What follows belongs to an exercise in optimizing a design on an open flow for small area, a short achievable clock period and few clock cycles; a production flow would make more cautious choices. In this exercise RTL edits were held to simulation tests only and were not proved equivalent to the original. No activity file was given, so power comes from the tool's default toggle rates.

==> flow/design.v <==
`timescale 1ns / 1ps
`default_nettype none
package ihx_enc_pkg;
   localparam logic [1:0] ClsHex = 2'd0;    
   localparam logic [1:0] ClsChk = 2'd1;    
   localparam logic [1:0] ClsLit = 2'd2;    
   localparam logic [3:0] LitColon   = 4'd0;
   localparam logic [3:0] LitNewline = 4'd1;
   localparam logic [3:0] LitF       = 4'd2;
endpackage
`default_nettype wire
`timescale 1ns / 1ps
`default_nettype none
module ihx_cmd_fifo (
   input  wire        clock,
   input  wire        wr_en,
   input  wire [3:0]  wr_idx,
   input  wire [7:0]  wr_byte,
   input  wire [3:0]  rd_idx,
   output logic [7:0] rd_byte
);
   logic [7:0] mem_ff [0:15];
   assign rd_byte = mem_ff[rd_idx];
   always_ff @(posedge clock) begin
      if (wr_en) begin
         mem_ff[wr_idx] <= wr_byte;
      end
   end
endmodule
`default_nettype wire
`timescale 1ns / 1ps
`default_nettype none
module ihx_front (
   input  wire        clock,
   input  wire        reset,
   input  wire        req_push,
   output logic       req_full,
   input  wire [8:0]  req_data,
   input  wire        csr_we,
   input  wire [1:0]  csr_wdata,
   output logic       wr_en,
   output logic [3:0] wr_idx,
   output logic [7:0] wr_byte,
   input  wire        rd_ev,
   input  wire        job_take,
   output logic       job_v,
   output logic       job_has,
   output logic       job_end,
   output logic [4:0] job_cnt
);
   logic [1:0] mode_ff;
   logic       par_ff;
   logic [3:0] pos_ff;
   logic [4:0] cnt_ff;
   logic [3:0] wptr_ff;
   logic [4:0] free_ff, free_in;
   logic       full_ff;
   logic       job_v_in;
   logic       accept, eod, keepm, keep, blkend;
   assign req_full = full_ff;
   assign accept   = req_push && !full_ff;
   assign eod      = req_data[0];
   assign keepm    = (mode_ff == 2'd1) ? !par_ff : (mode_ff == 2'd2) ? par_ff : 1'b1;
   assign keep     = keepm && !eod;
   assign blkend   = eod || (pos_ff == 4'd15);
   assign wr_en   = accept && keep;
   assign wr_idx  = wptr_ff;
   assign wr_byte = req_data[8:1];
   assign free_in  = free_ff - {4'd0, wr_en} + {4'd0, rd_ev};
   assign job_v_in = (job_v && !job_take) || (accept && blkend);
   always_ff @(posedge clock) begin
      if (reset) begin
         mode_ff <= 2'd0;
         par_ff  <= 1'b0;
         pos_ff  <= 4'd0;
         cnt_ff  <= 5'd0;
         wptr_ff <= 4'd0;
         free_ff <= 5'd16;
         full_ff <= 1'b0;
         job_v   <= 1'b0;
      end else begin
         if (csr_we) begin
            mode_ff <= csr_wdata;
         end
         if (accept) begin
            par_ff <= eod ? 1'b0 : !par_ff;
            if (keep) begin
               wptr_ff <= wptr_ff + 4'd1;
            end
            if (blkend) begin
               pos_ff <= 4'd0;
               cnt_ff <= 5'd0;
            end else begin
               pos_ff <= pos_ff + 4'd1;
               cnt_ff <= cnt_ff + {4'd0, keep};
            end
         end
         free_ff <= free_in;
         full_ff <= job_v_in || (free_in == 5'd0);
         job_v   <= job_v_in;
      end
   end
   always_ff @(posedge clock) begin
      if (accept && blkend) begin
         job_has <= !eod || (pos_ff != 4'd0);
         job_end <= eod;
         job_cnt <= cnt_ff + {4'd0, keep};
      end
   end
endmodule
`default_nettype wire
`timescale 1ns / 1ps
`default_nettype none
import ihx_enc_pkg::*;
module ihx_back (
   input  wire        clock,
   input  wire        reset,
   input  wire        job_v,
   input  wire        job_has,
   input  wire        job_end,
   input  wire [4:0]  job_cnt,
   output logic       job_take,
   output logic [3:0] rd_idx,
   input  wire [7:0]  rd_byte,
   output logic       rd_ev,
   output logic       rsp_empty,
   input  wire        rsp_pop,
   output logic [8:0] rsp_data
);
   localparam logic [2:0] PhIdle = 3'd0;
   localparam logic [2:0] PhHdr  = 3'd1;
   localparam logic [2:0] PhDat  = 3'd2;
   localparam logic [2:0] PhTrl  = 3'd3;
   localparam logic [2:0] PhEof  = 3'd4;
   logic [2:0]  ph_ff, ph_in;
   logic [3:0]  k_ff, k_in;
   logic        hl_ff, hl_in;
   logic [4:0]  rem_ff, rem_in;
   logic [4:0]  rcnt_ff, rcnt_in;
   logic        rend_ff, rend_in;
   logic [15:0] addr_ff, addr_in;
   logic [7:0]  byte_ff, byte_in;
   logic [3:0]  rptr_ff, rptr_in;
   logic        s_emit, s_hi, s_last, take, rd;
   logic [1:0]  s_cls;
   logic [3:0]  s_nib;
   logic        g_v, g_hi, g_last;
   logic [1:0]  g_cls;
   logic [3:0]  g_nib;
   logic [7:0]  acc_ff;
   logic        o_v, o_last;
   logic [7:0]  o_ch;
   logic        adv;
   logic [3:0]  n;
   logic [7:0]  ch;
   assign adv       = !o_v || rsp_pop;
   assign rsp_empty = !o_v;
   assign rsp_data  = {o_ch, o_last};
   assign rd_idx    = rptr_ff;
   assign job_take  = adv && take;
   assign rd_ev     = adv && rd;
   always_comb begin
      ph_in   = ph_ff;
      k_in    = k_ff;
      hl_in   = hl_ff;
      rem_in  = rem_ff;
      rcnt_in = rcnt_ff;
      rend_in = rend_ff;
      addr_in = addr_ff;
      byte_in = byte_ff;
      rptr_in = rptr_ff;
      s_emit  = 1'b0;
      s_cls   = ClsHex;
      s_nib   = 4'd0;
      s_hi    = 1'b0;
      s_last  = 1'b0;
      take    = 1'b0;
      rd      = 1'b0;
      case (ph_ff)
         PhIdle: begin
            if (job_v) begin
               take    = 1'b1;
               s_emit  = 1'b1;
               s_cls   = ClsLit;
               s_nib   = LitColon;
               rcnt_in = job_cnt;
               rend_in = job_end;
               k_in    = 4'd1;
               ph_in   = job_has ? PhHdr : PhEof;
            end
         end
         PhHdr: begin
            s_emit = 1'b1;
            s_hi   = k_ff[0];
            k_in   = k_ff + 4'd1;
            case (k_ff)
               4'd1:    s_nib = {3'd0, rcnt_ff[4]};
               4'd2:    s_nib = rcnt_ff[3:0];
               4'd3:    s_nib = addr_ff[15:12];
               4'd4:    s_nib = addr_ff[11:8];
               4'd5:    s_nib = addr_ff[7:4];
               4'd6:    s_nib = addr_ff[3:0];
               default: s_nib = 4'd0;
            endcase
            if (k_ff == 4'd8) begin
               if (rcnt_ff != 5'd0) begin
                  rd     = 1'b1;
                  rem_in = rcnt_ff - 5'd1;
                  hl_in  = 1'b0;
                  ph_in  = PhDat;
               end else begin
                  k_in  = 4'd0;
                  ph_in = PhTrl;
               end
            end
         end
         PhDat: begin
            s_emit = 1'b1;
            s_hi   = !hl_ff;
            s_nib  = hl_ff ? byte_ff[3:0] : byte_ff[7:4];
            hl_in  = !hl_ff;
            if (hl_ff) begin
               if (rem_ff != 5'd0) begin
                  rd     = 1'b1;
                  rem_in = rem_ff - 5'd1;
               end else begin
                  k_in  = 4'd0;
                  ph_in = PhTrl;
               end
            end
         end
         PhTrl: begin
            s_emit = 1'b1;
            k_in   = k_ff + 4'd1;
            if (k_ff == 4'd0) begin
               s_cls = ClsChk;
               s_hi  = 1'b1;
            end else if (k_ff == 4'd1) begin
               s_cls = ClsChk;
            end else begin
               s_cls  = ClsLit;
               s_nib  = LitNewline;
               s_last = !rend_ff;
               if (rend_ff) begin
                  k_in  = 4'd0;
                  ph_in = PhEof;
               end else begin
                  addr_in = addr_ff + {11'd0, rcnt_ff};
                  ph_in   = PhIdle;
               end
            end
         end
         PhEof: begin
            s_emit = 1'b1;
            k_in   = k_ff + 4'd1;
            case (k_ff)
               4'd0:  begin s_cls = ClsLit; s_nib = LitColon; end
               4'd8:  s_nib = 4'd1;
               4'd9:  begin s_cls = ClsLit; s_nib = LitF; end
               4'd10: begin s_cls = ClsLit; s_nib = LitF; end
               4'd11: begin
                  s_cls   = ClsLit;
                  s_nib   = LitNewline;
                  s_last  = 1'b1;
                  addr_in = 16'd0;
                  ph_in   = PhIdle;
               end
               default: s_nib = 4'd0;
            endcase
         end
         default: ph_in = PhIdle;
      endcase
      if (rd) begin
         byte_in = rd_byte;
         rptr_in = rptr_ff + 4'd1;
      end
   end
   always_comb begin
      n = g_nib;
      if (g_cls == ClsChk) begin
         n = g_hi ? ~acc_ff[7:4] : ~acc_ff[3:0];
      end
      if (g_cls == ClsLit) begin
         case (g_nib)
            LitColon:   ch = 8'h3a;
            LitNewline: ch = 8'h0a;
            default:    ch = 8'h46;
         endcase
      end else if (n < 4'd10) begin
         ch = {4'h3, n};
      end else begin
         ch = 8'h57 + {4'd0, n};
      end
   end
   always_ff @(posedge clock) begin
      if (reset) begin
         ph_ff   <= PhIdle;
         rptr_ff <= 4'd0;
         addr_ff <= 16'd0;
         g_v     <= 1'b0;
         o_v     <= 1'b0;
      end else if (adv) begin
         ph_ff   <= ph_in;
         rptr_ff <= rptr_in;
         addr_ff <= addr_in;
         g_v     <= s_emit;
         o_v     <= g_v;
      end
   end
   always_ff @(posedge clock) begin
      if (adv) begin
         k_ff    <= k_in;
         hl_ff   <= hl_in;
         rem_ff  <= rem_in;
         rcnt_ff <= rcnt_in;
         rend_ff <= rend_in;
         byte_ff <= byte_in;
         g_cls   <= s_cls;
         g_nib   <= s_nib;
         g_hi    <= s_hi;
         g_last  <= s_last;
         o_ch    <= ch;
         o_last  <= g_last;
         if (g_v) begin
            if (g_cls == ClsLit && g_nib == LitColon) begin
               acc_ff <= 8'hff;
            end else if (g_cls == ClsHex) begin
               acc_ff <= acc_ff + (g_hi ? {g_nib, 4'd0} : {4'd0, g_nib});
            end
         end
      end
   end
endmodule
`default_nettype wire
`timescale 1ns / 1ps
`default_nettype none
module intel_hex_record_encoder #(
   parameter int RECORD_BYTES = 16,
   parameter int CMD_DEPTH    = 2
) (
   input  wire                   clock,
   input  wire                   reset,
   input  wire                   req_push,
   output logic                  req_full,
   input  wire  [8:0]            req_data,
   output logic                  rsp_empty,
   input  wire                   rsp_pop,
   output logic [8:0]            rsp_data,
   input  wire                   csr_we,
   input  wire [1:0]             csr_wdata
);
   logic       wr_en, rd_ev, job_take, job_v, job_has, job_end;
   logic [3:0] wr_idx, rd_idx;
   logic [7:0] wr_byte, rd_byte;
   logic [4:0] job_cnt;
   ihx_front u_front (
      .clock     (clock),
      .reset     (reset),
      .req_push  (req_push),
      .req_full  (req_full),
      .req_data  (req_data),
      .csr_we    (csr_we),
      .csr_wdata (csr_wdata),
      .wr_en     (wr_en),
      .wr_idx    (wr_idx),
      .wr_byte   (wr_byte),
      .rd_ev     (rd_ev),
      .job_take  (job_take),
      .job_v     (job_v),
      .job_has   (job_has),
      .job_end   (job_end),
      .job_cnt   (job_cnt)
   );
   ihx_cmd_fifo u_buf (
      .clock   (clock),
      .wr_en   (wr_en),
      .wr_idx  (wr_idx),
      .wr_byte (wr_byte),
      .rd_idx  (rd_idx),
      .rd_byte (rd_byte)
   );
   ihx_back u_back (
      .clock     (clock),
      .reset     (reset),
      .job_v     (job_v),
      .job_has   (job_has),
      .job_end   (job_end),
      .job_cnt   (job_cnt),
      .job_take  (job_take),
      .rd_idx    (rd_idx),
      .rd_byte   (rd_byte),
      .rd_ev     (rd_ev),
      .rsp_empty (rsp_empty),
      .rsp_pop   (rsp_pop),
      .rsp_data  (rsp_data)
   );
endmodule
`default_nettype wire
==> flow/run.sh <==
#!/bin/bash
# synth_recipe.tcl (not shown) runs the flow's synth.tcl, then flattens the netlist and writes it again
# the make line also repeats each setting of config.mk as NAME=value (left out here)
make -C /OpenROAD-flow-scripts/flow DESIGN_CONFIG=/design/flow/config.mk WORK_HOME=/design/flow/orfs CLKGATE_MAP_FILE= SYNTH_SCRIPT=/design/flow/synth_recipe.tcl finish
==> flow/config.mk <==
export PLATFORM = sky130hd
export DESIGN_NAME = intel_hex_record_encoder
export DESIGN_NICKNAME = intel_hex_record_encoder
export VERILOG_FILES = /design/flow/design.v
export SDC_FILE = /design/flow/constraint.sdc
export NUM_CORES = 4
export LEC_CHECK = 0
export CAP_MARGIN = 20
export CORE_MARGIN = 2
export CORE_UTILIZATION = 40
export SLEW_MARGIN = 20
==> flow/constraint.sdc <==
create_clock -name core_clock -period 4.5 [get_ports {clock}]
set_input_delay 0.9000 -clock core_clock [delete_from_list [all_inputs] [get_ports {clock}]]
set_output_delay 0.9000 -clock core_clock [all_outputs]
set_load 0.01 [all_outputs]
==> impl_metrics.toml <==
[layout]
antenna_cells = 0
finalInstanceArea_um2 = 11900
nFillCells = 2261
drive_gt1_share_pct = 13.2
syn_to_final_growth_pct = 13.1
multiInputGateArea_um2 = 3760
final_cells = 1123
utilization_pct = 45.8
final-seq-area_um2 = 6460
layout.nets = 820

[synthesis]
synth_edf_count = 183
synth_largest_area_cell = "edfxtp_1"
ys_seq_area_share_pct = 61.6
synth_top_area_share_pct = 52.4
avgSynthCellArea_um2 = 14.1
async_flop_share_pct = 0
ys_warn_count = 3
yosysMostFrequentCell = "edfxtp_1"
ys_ff_latch = 231
syn_inst = 743
yosys-top-cells-area = "edfxtp_1, dfxtp_1, mux4_2"
synth.distinct_cells = 76
synthTopCellsByCount = "edfxtp_1, nor2_1, dfxtp_1, mux4_2, a21oi_1"
synthesis.area_um2 = 10500
yosys_most_used_dff = "edfxtp_1"
synth_nets = 794

[sta]
setup_viol = 0
tightest_slew_ns = 0.875
clock.fmax_ghz = 0.261
skew_ns = 0.0151
setup_tns_ns = 0
post-route-period-util_pct = 85.2
rsz0062_at_grt = "false"
min_period_ns = 3.83
hold_violations = 0
slew_viol_final = 0
relSlewSlack_pct = 41.7

[floorplan]
die_area_um2 = 27500
num_io_pins = 27
start_util_pct = 40.5
die_w_um = 166
rows = 59
die_h_um = 166
core_area_um2 = 25900

[global_routing]
grt_antenna_before_repair = 0
grt_pass1_vias = 6336
grt_usage_pct = 14.7
grt_pass1_wl_um = 32900
grt_max_degree = 38
overflow = 0

[clock_network]
postCtsHoldBufs = 0
cts_buffer_depth = 3
post-cts-setup-buffer-count = 0
cts_tree = "built"
clock_latency_ns = 0.53
cts.sinks = 231
cts_max_level = 1
path_clk_slew_ns = 0.06
post_cts_resized = 0
cts-buffers-inserted = 25
cts_root_buf = "clkbuf_16"

[worst_setup_path]
cp.arrival_ns = 4.26
required_ns = 4.92
crit_fanout = 14
criticalPathCategory = "reg2reg"
endpoint_kind = "flop"
cp-start-kind = "flop"

[power]
power_leakage_uw = 0.00397
p_clk_share_pct = 35.7
switching_share_pct = 26.1
total_power_uw = 5460
ir_drop_mv = 0.351
p_comb_share_pct = 16.3
p_per_area_nw_per_um2 = 460
seq_power_share_pct = 48.1
power.internal_uw = 4040
power.switching_uw = 1420

[detailed_routing]
num_vias = 6100
routed_wl_um = 20000
antenna_left = 0
drt_drc_violations_left = 0
drt_iter0_markers = 492
routed_via_density = 5.43
routedWlPerCell_um = 17.8
first_pass_iters = 5

[status]
run_status = "complete, no violations"

[place]
post_dp_cell_area_um2 = 11100
hpwlAfterDp_um = 14000
place_inst = 1077
gp_congestion = 0.893
port-buffer-count = 25

[worst_hold_path]
hp-class = "reg2reg"

[job]
drv_cap = 0
cells by family (layout without fill, tap and decap cells):
| group | count (synthesis) | after routing | synth area share, % |
|---|---|---|---|
| simple gates | 191 | 191 | 9.50 |
| mux | 69 | 69 | 11.4 |
| fa+ha+maj | 35 | 35 | 4.39 |
| other cells | 1 | 1 | 0.0358 |
| flops | 231 | 231 | 61.6 |
| buf+inv | 63 | 108 | 2.51 |
| compound gates | 133 | 133 | 8.86 |
| xor+xnor | 20 | 20 | 1.67 |
area by class of cell:
cell class                 instances  share of cell area [%]
inverter                          25                   0.791
clock buffer                      31                    5.47
clock inverter                    15                    1.14
sequential                       231                    54.5
multi-input combinational        449                    31.7
tap                              335                    3.53
timing repair buffer              37                    2.87
metrics by stage:
| stage | setup slack (ns) | hold slack (ns) |
|---|---|---|
| floorplan | 1.10 | 0.400 |
| global placement | 0.753 | 0.407 |
| detailed placement | 0.698 | 0.406 |
| CTS | 0.659 | 0.420 |
| global route | 0.420 | 0.429 |
| finish | 0.666 | 0.417 |
cells in the final DEF, fill, tap and decap left out, drive strengths merged, types with 19 or more instances in the layout:
cell type and instances:
nor2b 19, edfxtp 183, inv 25, a21oi 36, ha 32, o21ai 24, nand2 33, mux2i 25
dfxtp 48, clkdlybuf4s50 25, clkbuf 31, mux4 40, nor2 60
state kept, by name (all words and copies together) (netlist names), 2 cells and up:
name / count
u_front.wptr_ff: 4
u_buf.mem_ff: 128
u_front.cnt_ff: 5
u_front.pos_ff: 4
u_back.g_cls: 2
u_back.ph_ff: 3
u_front.mode_ff: 2
u_back.g_nib: 4
u_back.rcnt_ff: 5
u_back.o_ch: 7
u_back.acc_ff: 8
u_back.rem_ff: 5
u_front.free_ff: 5
u_back.rptr_ff: 4
u_back.addr_ff: 16
u_back.k_ff: 4
u_front.job_cnt: 5
u_back.byte_ff: 8
per-layer routing:
metal | global-route usage [%] | up-vias | part of all wire [%]
met3 | 2.62 | 30 | 4.4
li1 | - | 2925 | -
met1 | 18.2 | 3008 | 42
met4 | 4.54 | 0 | 2.1
met5 | 0 | - | 0
met2 | 26.1 | 137 | 51
worst max-delay path: stages (launching register included):
cell and delay (ns):
dfxtp_1 0.52, or3b_1 0.61, a211o_1 0.40, a21oi_4 0.14
buf_4 0.22, inv_1 0.07, ha_1 0.28, inv_1 0.04
ha_1 0.20, fa_1 0.41, a21o_1 0.20, a21oi_1 0.17
xnor2_1 0.14, nand2b_1 0.08, o32ai_1 0.25
path summary, 6_finish.rpt:
check | startpoint | to | slack [ns] | cells past startpoint
max | u_back.ph_ff[1] | u_front.full_ff | 0.67 | 14
min | u_front.job_cnt[1] | u_back.rcnt_ff[1] | 0.42 | 0
max reg2reg | u_back.ph_ff[1] | u_front.full_ff | 0.67 | 14
min reg2reg | u_front.job_cnt[1] | u_back.rcnt_ff[1] | 0.42 | 0
power groups by stage:
stage	logic [µW]	registers, µW	clock network (µW)
final	889	2620	1950
after global routing	999	2650	2110
after CTS	895	2630	2010
after detailed placement	889	2670	0
after global placement	857	2660	0
after floorplan	670	2610	0
Testbench counts, summed over its fixed seeds: cycles 22,533.

afterwards: timing with drivers on the ports:
The flow's constraints put no driver on any port. The routed layout listed below was extracted and timed again, unchanged, in two steps.
Step 1 (the two cells are an assumption about what drives the block):
set clk [get_ports {clock}]
set_driving_cell -lib_cell sky130_fd_sc_hd__clkbuf_16 $clk
set_driving_cell -lib_cell sky130_fd_sc_hd__buf_2 [delete_from_list [all_inputs] $clk]
Step 2 also shifts input and output timing later by t, the mid clock arrival at the registers, as if the neighbouring blocks saw the same clock.
Slacks: no drivers / after step 1 / after step 2; pairs: no drivers / after step 1.
t (ns): 0.567
setup slack, ns: 0.666 / 0.666 / 0.666
latest minus earliest clock arrival (ns): 0.016 / 0.016
After both steps setup and hold are still met in this run. The setup slack of this run moves by 0.000 ns with the drivers and by 0.000 ns with both steps.
